What follows belongs to an exercise in optimizing a design on an open flow for small area, a short achievable clock period and few clock cycles per item; a production flow would make more cautious choices.
The RTL was checked by simulation tests, not by an equivalence proof against the original design.
Power is estimated from default activity; no workload was simulated.

--- flow/design.v ---
package wmms_pkg;
  localparam int SAMPLE_BITS = 12;
  localparam int NUM_CH      = 5;
  localparam int CH_W        = 3;
  localparam int SUM_W       = 28;
  localparam int CNT_W       = 16;
  localparam int CFG_IDX_W   = 2;
  localparam int CFG_DATA_W  = 16;
endpackage
module multichannel_window_min_max_sum (
  input  logic                                  clk,
  input  logic                                  rst,
  input  logic                                  in_valid,
  output logic                                  in_stall,
  input  logic [wmms_pkg::SAMPLE_BITS-1:0]      current_sample,
  input  logic [wmms_pkg::SAMPLE_BITS-1:0]      voltage_sample,
  input  logic [wmms_pkg::SAMPLE_BITS-1:0]      reference_sample,
  input  logic [wmms_pkg::SAMPLE_BITS-1:0]      temperature_sample,
  output logic                                  out_valid,
  input  logic                                  out_stall,
  output logic [wmms_pkg::CH_W-1:0]             channel,
  output logic [wmms_pkg::SUM_W-1:0]            window_sum,
  output logic [wmms_pkg::SAMPLE_BITS-1:0]      window_max,
  output logic [wmms_pkg::SAMPLE_BITS-1:0]      window_min,
  output logic [wmms_pkg::CNT_W-1:0]            scan_total,
  output logic                                  last,
  input  logic                                  cfg_valid,
  output logic                                  cfg_ready,
  input  logic [wmms_pkg::CFG_IDX_W-1:0]        cfg_index,
  input  logic [wmms_pkg::CFG_DATA_W-1:0]       cfg_data
);
  logic [15:0] win_len;       
  logic        win_zero;      
  logic [11:0] neg_off;       
  logic        off_zero;
  assign cfg_ready  = 1'b1;
  assign scan_total = {win_len[15:1], win_len[0] | win_zero};
  always_ff @(posedge clk) begin
    if (rst) begin
      win_len  <= 16'd1008;
      win_zero <= 1'b0;
      neg_off  <= 12'd0;
      off_zero <= 1'b1;
    end else if (cfg_valid) begin
      if (cfg_index == 2'd0) begin
        win_len  <= cfg_data;
        win_zero <= (cfg_data == 16'd0);
      end
      if (cfg_index == 2'd1) begin
        neg_off  <= 12'd0 - cfg_data[11:0];
        off_zero <= (cfg_data[11:0] == 12'd0);
      end
    end
  end
  logic        adv;           
  logic        frz;           
  logic        bub;           
  logic [11:0] in_corr [4];   
  logic [3:0]  in_ok;         
  logic [11:0] raw     [4];
  logic [15:0] rem;           
  logic        in_first;      
  logic        in_close;
  logic        accept;
  logic [2:0]  gap;           
  logic        gap_ok;
  assign adv = !frz;
  assign raw[0] = current_sample;
  assign raw[1] = voltage_sample;
  assign raw[2] = reference_sample;
  assign raw[3] = temperature_sample;
  always_comb begin
    for (int k = 0; k < 4; k++) begin
      logic [12:0] d;
      d = {1'b0, raw[k]} + {1'b0, neg_off};
      in_corr[k] = d[11:0];
      in_ok[k]   = d[12] || off_zero;
    end
  end
  logic [15:0] rem_n;
  logic        frz_n, bub_n;
  logic [2:0]  gap_n;
  assign in_close = (rem[15:1] == 15'd0);
  assign gap_ok   = gap[2];
  assign accept   = in_valid && !in_stall;
  always_comb begin
    rem_n = rem;
    if (cfg_valid && cfg_index == 2'd0) rem_n = cfg_data;
    else if (accept)                    rem_n = in_close ? win_len : rem - 16'd1;
    frz_n = out_valid && out_stall;
    bub_n = bub;
    if (accept && in_close) bub_n = 1'b1;
    else if (adv)           bub_n = 1'b0;
    gap_n = gap;
    if (adv) begin
      if (accept && in_close) gap_n = 3'd0;
      else if (!gap_ok)       gap_n = gap + 3'd1;
    end
  end
  always_ff @(posedge clk) begin
    if (rst) begin
      rem      <= 16'd1008;
      in_first <= 1'b1;
      frz      <= 1'b0;
      bub      <= 1'b0;
      gap      <= 3'd4;
      in_stall <= 1'b0;
    end else begin
      rem      <= rem_n;
      if (accept) in_first <= in_close;
      frz      <= frz_n;
      bub      <= bub_n;
      gap      <= gap_n;
      in_stall <= frz_n || bub_n || ((rem_n[15:1] == 15'd0) && !gap_n[2]);
    end
  end
  logic [4:0]  p_v;
  logic [4:0]  p_cl;
  logic [4:0]  p_fi;
  logic [11:0] p0_r [4];      
  logic [3:0]  p0_ok;
  logic [11:0] p0_d [4];      
  logic [11:0] p1_d [3];      
  logic [11:0] p2_d [2];      
  logic [11:0] p3_d;          
  logic [11:0] p1_ms, p1_mc;
  logic        p1_mk, p1_s, p2_s;
  logic [17:0] p2_ms, p2_mc;
  logic [11:0] p1_c0;
  logic [11:0] p3_pw, p4_pw;
  function automatic logic [35:0] csa(logic [17:0] a, logic [17:0] b, logic [17:0] c);
    csa = {a ^ b ^ c, ((a & b) | (a & c) | (b & c)) << 1};
  endfunction
  function automatic logic [107:0] pprows(logic [11:0] x, logic [5:0] g);
    for (int i = 0; i < 6; i++) pprows[18*i +: 18] = {6'd0, x & {12{g[i]}}} << i;
  endfunction
  function automatic logic [25:0] mstep1(logic [11:0] x, logic [5:0] g);
    logic [107:0] r;
    logic [35:0]  ta, tb, tc, td;
    logic [5:0]   gl, pl;
    logic         k, zero;
    logic [6:0]   tx, tg;
    r  = pprows(x, g);
    ta = csa(r[17:0], r[35:18], r[53:36]);
    tb = csa(r[71:54], r[89:72], r[107:90]);
    tc = csa(ta[35:18], ta[17:0], tb[35:18]);
    td = csa(tc[35:18], tc[17:0], tb[17:0]);
    gl = td[23:18] & td[5:0];
    pl = td[23:18] | td[5:0];
    k  = gl[5] | (pl[5] & gl[4]) | (&pl[5:4] & gl[3]) | (&pl[5:3] & gl[2])
       | (&pl[5:2] & gl[1]);
    tx[0] = 1'b1;
    tg[0] = 1'b1;
    for (int i = 1; i <= 6; i++) begin
      tx[i] = tx[i-1] & !x[i-1];
      tg[i] = tg[i-1] & !g[i-1];
    end
    zero = 1'b0;
    for (int i = 0; i <= 6; i++) zero = zero | (tx[i] & tg[6-i]);
    mstep1 = {td[35:24], td[17:6], k, !zero};
  endfunction
  function automatic logic [35:0] mstep2(logic [11:0] ms, logic [11:0] mc, logic mk,
                                         logic [11:0] x, logic [5:0] g);
    logic [107:0] r;
    logic [35:0]  ta, tb, tc, td, te, tf;
    r  = pprows(x, g);
    ta = csa({6'd0, ms}, {6'd0, mc}, r[17:0]);
    tb = csa(r[35:18], r[53:36], r[71:54]);
    ta[0] = mk;               
    tc = csa(ta[35:18], ta[17:0], tb[35:18]);
    td = csa(tb[17:0], r[89:72], r[107:90]);
    te = csa(tc[35:18], tc[17:0], td[35:18]);
    tf = csa(te[35:18], te[17:0], td[17:0]);
    mstep2 = tf;
  endfunction
  always_comb begin
    for (int k = 0; k < 4; k++) p0_d[k] = p0_r[k] & {12{p0_ok[k]}};
  end
  logic [25:0] ma;
  logic [35:0] mb;
  logic [17:0] mr;
  assign ma = mstep1(p0_d[0], p0_d[1][5:0]);
  assign mb = mstep2(p1_ms, p1_mc, p1_mk, p1_c0, p1_d[0][11:6]);
  assign mr = p2_ms + p2_mc + {14'd0, p2_s, !p2_s, !p2_s, !p2_s};
  always_ff @(posedge clk) begin
    if (rst) begin
      p_v <= '0;
    end else if (adv) begin
      p_v <= {p_v[3:0], accept};
    end
  end
  always_ff @(posedge clk) begin
    if (adv) begin
      p_cl  <= {p_cl[3:0], in_close};
      p_fi  <= {p_fi[3:0], in_first};
      for (int k = 0; k < 4; k++) p0_r[k] <= in_corr[k];
      p0_ok <= in_ok;
      for (int k = 0; k < 3; k++) p1_d[k] <= p0_d[k+1];
      for (int k = 0; k < 2; k++) p2_d[k] <= p1_d[k+1];
      p3_d  <= p2_d[1];
      {p1_ms, p1_mc, p1_mk, p1_s} <= ma;
      p1_c0 <= p0_d[0];
      {p2_ms, p2_mc} <= mb;
      p2_s  <= p1_s;
      p3_pw <= mr[17:6];
      p4_pw <= p3_pw;
    end
  end
  logic [11:0] acc_in [5];
  logic [11:0] a_lo [5];
  logic        a_cy [5];
  logic [15:0] a_hi [5];
  logic [11:0] a_max [5];
  logic [11:0] a_min [5];
  assign acc_in[0] = p0_d[0];
  assign acc_in[1] = p1_d[0];
  assign acc_in[2] = p2_d[0];
  assign acc_in[3] = p3_d;
  assign acc_in[4] = p4_pw;
  always_ff @(posedge clk) begin
    for (int c = 0; c < 5; c++) begin
      if (adv && p_v[c]) begin
        if (p_fi[c]) begin
          a_lo[c]  <= acc_in[c];
          a_cy[c]  <= 1'b0;
          a_hi[c]  <= 16'd0;
          a_max[c] <= acc_in[c];
          a_min[c] <= acc_in[c];
        end else begin
          {a_cy[c], a_lo[c]} <= {1'b0, a_lo[c]} + {1'b0, acc_in[c]};
          a_hi[c]  <= a_hi[c] + {15'd0, a_cy[c]};
          if (acc_in[c] > a_max[c]) a_max[c] <= acc_in[c];
          if (acc_in[c] < a_min[c]) a_min[c] <= acc_in[c];
        end
      end
    end
  end
  logic [4:0] rdy;
  logic [4:0] em;             
  logic [4:0] sel;
  logic       o_ld;
  assign sel  = rdy & em;
  assign o_ld = (|sel) && !(out_valid && out_stall);
  always_ff @(posedge clk) begin
    if (rst) begin
      rdy       <= '0;
      em        <= 5'b00001;
      out_valid <= 1'b0;
    end else begin
      for (int c = 0; c < 5; c++) begin
        if (adv && p_v[c] && p_cl[c]) rdy[c] <= 1'b1;
        else if (o_ld && em[c])       rdy[c] <= 1'b0;
      end
      if (o_ld) em <= {em[3:0], em[4]};
      out_valid <= o_ld || (out_valid && out_stall);
    end
  end
  logic [11:0] o_lo, o_max, o_min;
  logic [15:0] o_hi;
  logic        o_cy;
  always_comb begin
    o_lo  = '0;
    o_cy  = 1'b0;
    o_hi  = '0;
    o_max = '0;
    o_min = '0;
    for (int c = 0; c < 5; c++) begin
      if (em[c]) begin
        o_lo  = a_lo[c];
        o_cy  = a_cy[c];
        o_hi  = a_hi[c];
        o_max = a_max[c];
        o_min = a_min[c];
      end
    end
  end
  always_ff @(posedge clk) begin
    if (o_ld) begin
      channel    <= {em[4], em[2] | em[3], em[1] | em[3]};
      last       <= em[4];
      window_sum <= {o_hi + {15'd0, o_cy}, o_lo};
      window_max <= o_max;
      window_min <= o_min;
    end
  end
endmodule
--- flow/standard.sh ---
#!/bin/bash
# synth_recipe.tcl (not shown) runs the flow's synth.tcl, then flattens the netlist and writes it again
# the make line also repeats each setting of config.mk as NAME=value (left out here)
make -C /OpenROAD-flow-scripts/flow DESIGN_CONFIG=/design/flow/config.mk WORK_HOME=/design/flow/orfs CLKGATE_MAP_FILE= SYNTH_SCRIPT=/design/flow/synth_recipe.tcl "${@:-finish}"
--- flow/flow/run.sh ---
#!/bin/bash
set -euo pipefail
export BUFFER_PORTS_ARGS="-buffer_cell sky130_fd_sc_hd__buf_2"
export CTS_ARGS="-sink_clustering_enable -repair_clock_nets -buf_list sky130_fd_sc_hd__clkbuf_8 -dont_use_dummy_load"
bash standard.sh > standard.log 2>&1
--- flow/config.mk ---
export PLATFORM = sky130hd
export DESIGN_NAME = multichannel_window_min_max_sum
export DESIGN_NICKNAME = multichannel_window_min_max_sum
export VERILOG_FILES = /design/flow/design.v
export SDC_FILE = /design/flow/constraint.sdc
export NUM_CORES = 4
export LEC_CHECK = 0
export CAP_MARGIN = 20
export CORE_MARGIN = 2
export CORE_UTILIZATION = 40
export CTS_BUF_LIST = sky130_fd_sc_hd__clkbuf_8
export SETUP_SLACK_MARGIN = 5.0
export SLEW_MARGIN = 20
--- flow/constraint.sdc ---
create_clock -name core_clock -period 8.0 [get_ports {clk}]
set_input_delay 1.6000 -clock core_clock [delete_from_list [all_inputs] [get_ports {clk}]]
set_output_delay 1.6000 -clock core_clock [all_outputs]
set_load 0.01 [all_outputs]
==> impl_metrics.json, run 1 <==
{
  "core-area_um2": 88200,
  "worstSetupPathType": "input port to flop",
  "initial_utilization_pct": 40.3,
  "drtPass1Iterations": 8,
  "async_flop_share_pct": 0,
  "max_stage_delay_ns": 0.37,
  "ant_nets": 0,
  "nets": 3870,
  "vias_per_cell": 5.34,
  "hold_buffers": 0,
  "final_cells": 4561,
  "arrival_ns": 3.62,
  "syn-instance-count": 3167,
  "syn_area_um2": 35600,
  "dp_hpwl_mm": 64.2,
  "detail_route.iter0.violations": 2111,
  "drive_above_1_share_pct": 16.5,
  "yosys.area.top_type": "edfxtp_1",
  "drv_cap": 0,
  "die_w_um": 302,
  "synth_ff_type": "edfxtp_1",
  "antenna_found_initial": 2,
  "clk_pin_slew_ns": 0.05,
  "p_per_area_nw_per_um2": 230,
  "clock_tree.buffer_depth": 3,
  "post-route-min-period_ns": 3.07,
  "grt_pass1_vias": 23475,
  "grt_pass1_wl_mm": 138,
  "cts_tree": "done",
  "vias": 24361,
  "post-place-cells": 4380,
  "path_max_fanout": 3,
  "ios": 146,
  "synthesis.nets": 3641,
  "synth_top_area_share_pct": 46.3,
  "die_h_um": 302,
  "synth_cell_types": 75,
  "synthTopCellsByArea": "edfxtp_1, ha_1, fa_1",
  "status": "complete, no violations",
  "clock_skew_ns": 0.126,
  "h-tree-depth": 3,
  "clock_latency_ns": 0.74,
  "crit_path_top_delay_cell": "or3_4",
  "overflow": 0,
  "power.leakage_uw": 0.0167,
  "hold_viol": 0,
  "drc": 0,
  "crit_path_frequent_cell": "or3_4",
  "critPathRequiredTime_ns": 8.55,
  "wirelength_mm": 91.1,
  "cts.sinks": 617,
  "worst_pin_slew_ns": 1.07,
  "gp_congestion": 0.867,
  "end_kind": "flop",
  "wl_per_cell_um": 20.0,
  "slew_violations": 0,
  "ys_seq_elements": 617,
  "port_buffers": 144,
  "cts_buffers": 108,
  "min_path_type": "flop to flop",
  "grtUsageTotal_pct": 19.8,
  "grt_max_degree": 99,
  "avgSynthCellArea_um2": 11.2,
  "vdd.ir_drop.worst_mv": 0.128,
  "rsz0062_at_grt": "yes",
  "placementRows": 109,
  "startpoint_type": "input port",
  "fin_setup_tns_ns": 0,
  "ys_seq_area_share_pct": 50.1,
  "yosys_warnings": 13,
  "path_cells": "buf_6 > or3_4 > or3_4 > or3_4 > or3_4 > nor3_4 > xor2_1 > o21ai_1 > nor2b_1",
  "relSlewSlack_pct": 29.0,
  "fin_crit_sh_pct": 38.4,
  "area_growth_pct": 14.3,
  "synth_edf_count": 548,
  "clock-root-buffer": "clkbuf_8",
  "dieArea_um2": 91300,
  "fmax_mhz": 326,
  "setup_viol": 0
}
per-layer routing:
| layer | wire (µm) | global-route usage (%) |
|---|---|---|
| met1 | 43500 | 29.8 |
| met3 | 6300 | 3.42 |
| met2 | 38900 | 28.8 |
| met5 | 0 | 0 |
| met4 | 2340 | 6.59 |
power by group:
group          leakage, µW  internal, µW  total (µW)  switching [µW]
logic              0.00986          1170        2640            1460
registers          0.00602          4060        4390             328
clock network     0.000777          1180        2330            1150
total               0.0167          6410        9360            2950
cell usage in the layout (no fill, tap or decap), types with 69 or more instances in the layout:
cell      instances
clkbuf_8        108
inv_1           270
fa_1             90
nand3_1          69
nand2_1         251
xnor2_1          84
ha_1            271
nor2_1          265
xor2_1          102
a21oi_1         122
o21ai_0          72
buf_2           143
buf_4            79
edfxtp_1        548
through the flow:
stage	hold WS, ns	utilization, %	setup WS, ns	area, µm²	power [µW]
floorplan	0.400	-	3.30	35900	6090
global placement	0.402	42.8	3.98	37800	6790
detailed placement	0.405	42.8	3.97	37800	6860
CTS	0.367	45.2	4.86	39900	9320
global route	0.364	46.1	4.86	40700	10000
finish	0.374	46.1	4.93	40700	9360
repair_timing:
item | 4_1_cts | 5_1_grt
buffers inserted | 26 | 41
cloned | 1 | 3
endpoints found under the setup margin | 177 | 109
resized for setup | 93 | 115
pin swaps | 16 | 63
registers in the layout (all words and copies together) (netlist names), 24 cells and up:
name	count
a_lo	60
p2_d	24
a_max	60
window_sum	28
p1_d	36
a_min	60
p0_r	48
a_hi	80
worst max-delay path: cells and delay by family:
| family | cells | cell delay, ns |
|---|---|---|
| AOI/OAI and AO/OA | 1 | 0.06 |
| xor gates and xnor gates | 1 | 0.16 |
| buffers and inverters | 1 | 0.10 |
| and+or+nand+nor | 6 | 1.70 |
worst paths after layout:
check,cells past startpoint,slack [ns],to,start
worst max-delay path,9,4.93,neg_off[11],cfg_data[1]
worst min-delay path,0,0.37,p4_pw[4],p3_pw[4]
worst max register to register,9,4.94,p2_ms[5],p1_d[0][9]
worst min register to register,0,0.37,p4_pw[4],p3_pw[4]
synth_stat cells, drive strengths merged (5+ instances only):
master   instances
a21oi          134
a22oi            5
o211a            5
clkbuf          86
o41ai           11
nor2           270
nor3b            5
nand2b          30
fa             115
and3            29
buf             44
nor2b           45
nor3            52
and2            60
a221oi          58
o21ai           84
o21a            32
o31ai           65
nand2          275
nand4           36
a21o            57
nor4             8
edfxtp         548
xor2           102
a21boi           8
mux2i            7
and4             5
or3             20
a2111oi          7
inv            297
ha             288
dfxtp           69
xnor2           85
o211ai          24
o22ai           55
or2             11
nand3           72
mux2             9
a31oi           10
o31a             7
kinds of logic after synthesis:
| group | after synthesis | share of synthesized area [%] |
|---|---|---|
| compound gates | 586 | 11.0 |
| other cells | 1 | 0.0105 |
| buf+inv | 428 | 4.78 |
| simple gates | 928 | 12.3 |
| flops | 617 | 50.1 |
| xor+xnor | 187 | 4.60 |
| fa+ha+maj | 404 | 16.6 |
| mux | 16 | 0.482 |
layout make-up:
cell class	count	area (µm²)
tap	1165	1460
sequential	617	17800
clock buffer	108	1490
timing repair buffer	249	1740
antenna	2	5.00
inverter	298	1160
multi-input combinational	2122	17000
fill	8137	47600
Testbench counts, summed over its fixed seeds: cycles 50,655, scans 49,741.
==> run 2, diff against run 1 <==
==> flow/flow/run.sh (replaced) <==
#!/bin/bash
set -euo pipefail
export BUFFER_PORTS_ARGS="-buffer_cell sky130_fd_sc_hd__buf_2"
export CTS_ARGS="-sink_clustering_enable -repair_clock_nets -root_buf sky130_fd_sc_hd__clkbuf_16 -buf_list {sky130_fd_sc_hd__clkbuf_4 sky130_fd_sc_hd__clkbuf_8} -dont_use_dummy_load"
bash standard.sh > standard.log 2>&1
==> run 2 against run 1 <==
Maximum frequency decreased by 2.8%. Critical path depth stayed put. Non-clock buffer count rose by 20. Still clean. Register-to-register slack hardly changed. Via count rose by 0.33%. Cell count is 0.44% higher.
==> impl_metrics.json, run 2 <==
{
  "status": "complete, no violations",
  "synth_ff_type": "edfxtp_1",
  "fin_setup_tns_ns": 0,
  "slew_violations": 0,
  "synth_top_family_by_area": "adder cells",
  "vias_per_cell": 5.34,
  "worst_pin_slew_ns": 1.04,
  "relSlewSlack_pct": 30.5,
  "r2r_start": "p0_ok[0]",
  "power.leakage_uw": 0.0168,
  "drtPass1Iterations": 6,
  "cts_buffers": 108,
  "min_path_type": "flop to flop",
  "reg2reg_to": "p1_mk",
  "drv_cap": 0,
  "r2r_slack_ns": 4.93,
  "fmax_mhz": 316,
  "ys_seq_area_share_pct": 50.1,
  "die_h_um": 302,
  "startpoint_type": "input port",
  "largest_register": "a_hi",
  "met3_usage_pct": 3.48,
  "post-route-min-period_ns": 3.16,
  "muxShareOfSynthArea_pct": 0.482,
  "clock_latency_ns": 0.63,
  "clock_skew_ns": 0.0815,
  "vdd.ir_drop.worst_mv": 0.144,
  "wirelength_mm": 90.9,
  "grtUsageTotal_pct": 19.7,
  "dp_slack_ns": 3.97,
  "die_w_um": 302,
  "grt_max_degree": 99,
  "use_met1_pct": 29.7,
  "grt_pass1_wl_mm": 138,
  "drive_above_1_share_pct": 17.6,
  "ios": 146,
  "clk_pin_slew_ns": 0.05,
  "antenna_found_initial": 1,
  "placementRows": 109,
  "endpoint": "neg_off[11]",
  "overflow": 0,
  "setup_viol": 0,
  "end_kind": "flop",
  "fin_crit_sh_pct": 39.5,
  "dieArea_um2": 91300,
  "h-tree-depth": 3,
  "synth_top_area_share_pct": 46.3,
  "drc": 0,
  "synthSimpleGateAreaFrac_pct": 12.3,
  "syn_area_um2": 35600,
  "hold_viol": 0,
  "cp_top_family": "simple AND/OR/NAND/NOR gates",
  "arrival_ns": 3.61,
  "synthAdderAreaFrac_pct": 16.6,
  "yosys.area.top_type": "edfxtp_1",
  "largest_register_ffs": 80,
  "rr_worst_depth": 11,
  "synth_xor_area_share_pct": 4.60,
  "worstSetupPathType": "input port to flop",
  "cp.depth": 9,
  "crit_path_top_delay_cell": "or3_4",
  "p_per_area_nw_per_um2": 232,
  "wl_per_cell_um": 19.8,
  "nets": 3891,
  "critical_path_buf_inv_count": 1,
  "path_max_fanout": 3,
  "clock-root-buffer": "clkbuf_16",
  "ys_seq_elements": 617,
  "final_common_cell": "edfxtp_1",
  "fill_cells": 8069,
  "syn-instance-count": 3167,
  "area_growth_pct": 15.6,
  "critPathRequiredTime_ns": 8.45,
  "yosys_warnings": 13,
  "path_cells": "buf_6 > or3_4 > or3_4 > or3_4 > or3_4 > nor3_4 > xor2_1 > o21ai_1 > nor2b_1",
  "initial_utilization_pct": 40.3,
  "detail_route.iter0.violations": 2237,
  "layout_common_cells": "edfxtp_1, ha_1, inv_1, nand2_1, nor2_1",
  "crit_path_start": "cfg_data[1]",
  "max_stage_delay_ns": 0.38,
  "setup_slack_ns": 4.84,
  "clock_tree.buffer_depth": 3,
  "ant_nets": 0,
  "synth-compound-area-share_pct": 11.0,
  "avgSynthCellArea_um2": 11.2,
  "cts_tree": "done",
  "core-area_um2": 88200,
  "gp_congestion": 0.867,
  "use_met2_pct": 28.6,
  "rsz0062_at_grt": "yes",
  "synthesis.nets": 3641,
  "synth_cell_types": 75,
  "grt_pass1_vias": 23488,
  "async_flop_share_pct": 0,
  "synth_edf_count": 548,
  "top_usage_layer": "met1",
  "dp_hpwl_mm": 64.2,
  "port_buffers": 144,
  "yosys-top-cells-count": "edfxtp_1, inv_1, ha_1",
  "synthTopCellsByArea": "edfxtp_1, ha_1, fa_1",
  "crit_path_frequent_cell": "or3_4",
  "hold_buffers": 0,
  "cts.sinks": 617,
  "vias": 24441,
  "yosysMostFrequentCell": "edfxtp_1"
}
## run 2: power breakdown
| group | internal (µW) | switching [µW] | total, µW |
|---|---|---|---|
| sequential | 4060 | 332 | 4390 |
| clock | 1290 | 1180 | 2460 |
| combinational | 1190 | 1480 | 2670 |
| total | 6540 | 2990 | 9530 |
## run 2: worst min path at each step
stage,startpoint,end,cells past startpoint
after floorplan,p1_d[1][0],p2_d[0][0],0
after global placement,p2_d[1][0],p3_d[0],0
after detailed placement,p1_d[2][3],p2_d[1][3],0
after CTS,p3_pw[4],p4_pw[4],0
after global routing,p3_pw[4],p4_pw[4],0
final,p3_pw[4],p4_pw[4],0
## run 2: what timing repair did
item,4_1_cts,5_1_grt
buffers inserted,27,62
pin swaps,22,88
setup endpoints to repair,125,112
resized for setup,91,169
gates cloned,0,3
## run 2: cell type report
| class | count | area, µm² | share of cell area, % |
|---|---|---|---|
| Multi-Input combinational cell | 2123 | 17100 | 41.6 |
| Clock buffer | 108 | 1590 | 3.86 |
| Inverter | 298 | 1160 | 2.82 |
| Tap cell | 1165 | 1460 | 3.54 |
| Timing Repair Buffer | 269 | 1950 | 4.75 |
| Sequential cell | 617 | 17800 | 43.4 |
| Antenna cell | 1 | 2.50 | 0.00608 |
## run 2: kinds of logic (layout without fill, tap and decap cells)
| family | Yosys count | count (layout) |
|---|---|---|
| other | 1 | 2 |
| AOI/OAI and AO/OA | 586 | 587 |
| and+or+nand+nor | 928 | 928 |
| muxes | 16 | 16 |
| adders and majority gates | 404 | 404 |
| DFF | 617 | 617 |
| buffers and inverters | 428 | 675 |
| xor gates and xnor gates | 187 | 187 |
## run 2: metal layers
| metal | up-vias | share of wire (%) |
|---|---|---|
| met3 | 142 | 6.8 |
| met5 | - | 0 |
| met2 | 743 | 43 |
| met1 | 11794 | 48 |
| met4 | 0 | 2.5 |
| li1 | 11762 | - |
## run 2: metrics by stage
| step | power, µW | util (%) | instances | hold slack, ns | area [µm²] |
|---|---|---|---|---|---|
| 2_1_floorplan | 6090 | - | 3167 | 0.400 | 35900 |
| 3_3_place_gp | 6790 | 42.8 | 4378 | 0.402 | 37800 |
| 3_5_place_dp | 6860 | 42.8 | 4380 | 0.405 | 37800 |
| 4_1_cts | 9430 | 45.2 | 4515 | 0.386 | 39900 |
| 5_1_grt | 10200 | 46.6 | 4581 | 0.383 | 41100 |
| 6_report | 9530 | 46.6 | 4581 | 0.395 | 41100 |

[static timing again, ports no longer ideal]
How much do the figures lean on ideal ports? The routed layouts below were timed once more, with nothing changed but the port constraints.
Step 1 assumes that a clkbuf_16 drives the clock port and a buf_2 every other input.
Step 2 times the ports against the registers' clock, not the clock port: input delays grow and output delays shrink by t, the midpoint of the rising clock arrivals with the driver on.
a / b / c = no drivers / after step 1 / after step 2; a / b = the first two.
run | t (ns) | slack for setup (ns) | worst setup path after step 2 | worst slew at a driven data input, ns | cell pins on the clock port's net
run 1 | 0.738 | 4.929 / 4.939 / 4.221 | input to register | 0.10 | 1
run 2 | 0.652 | 4.840 / 4.872 / 4.219 | input to register | 0.09 | 1
After both steps setup and hold are still met in every run listed. The setup slack of run 1, which loses most, moves by +0.010 ns with the drivers and by -0.708 ns with both steps.
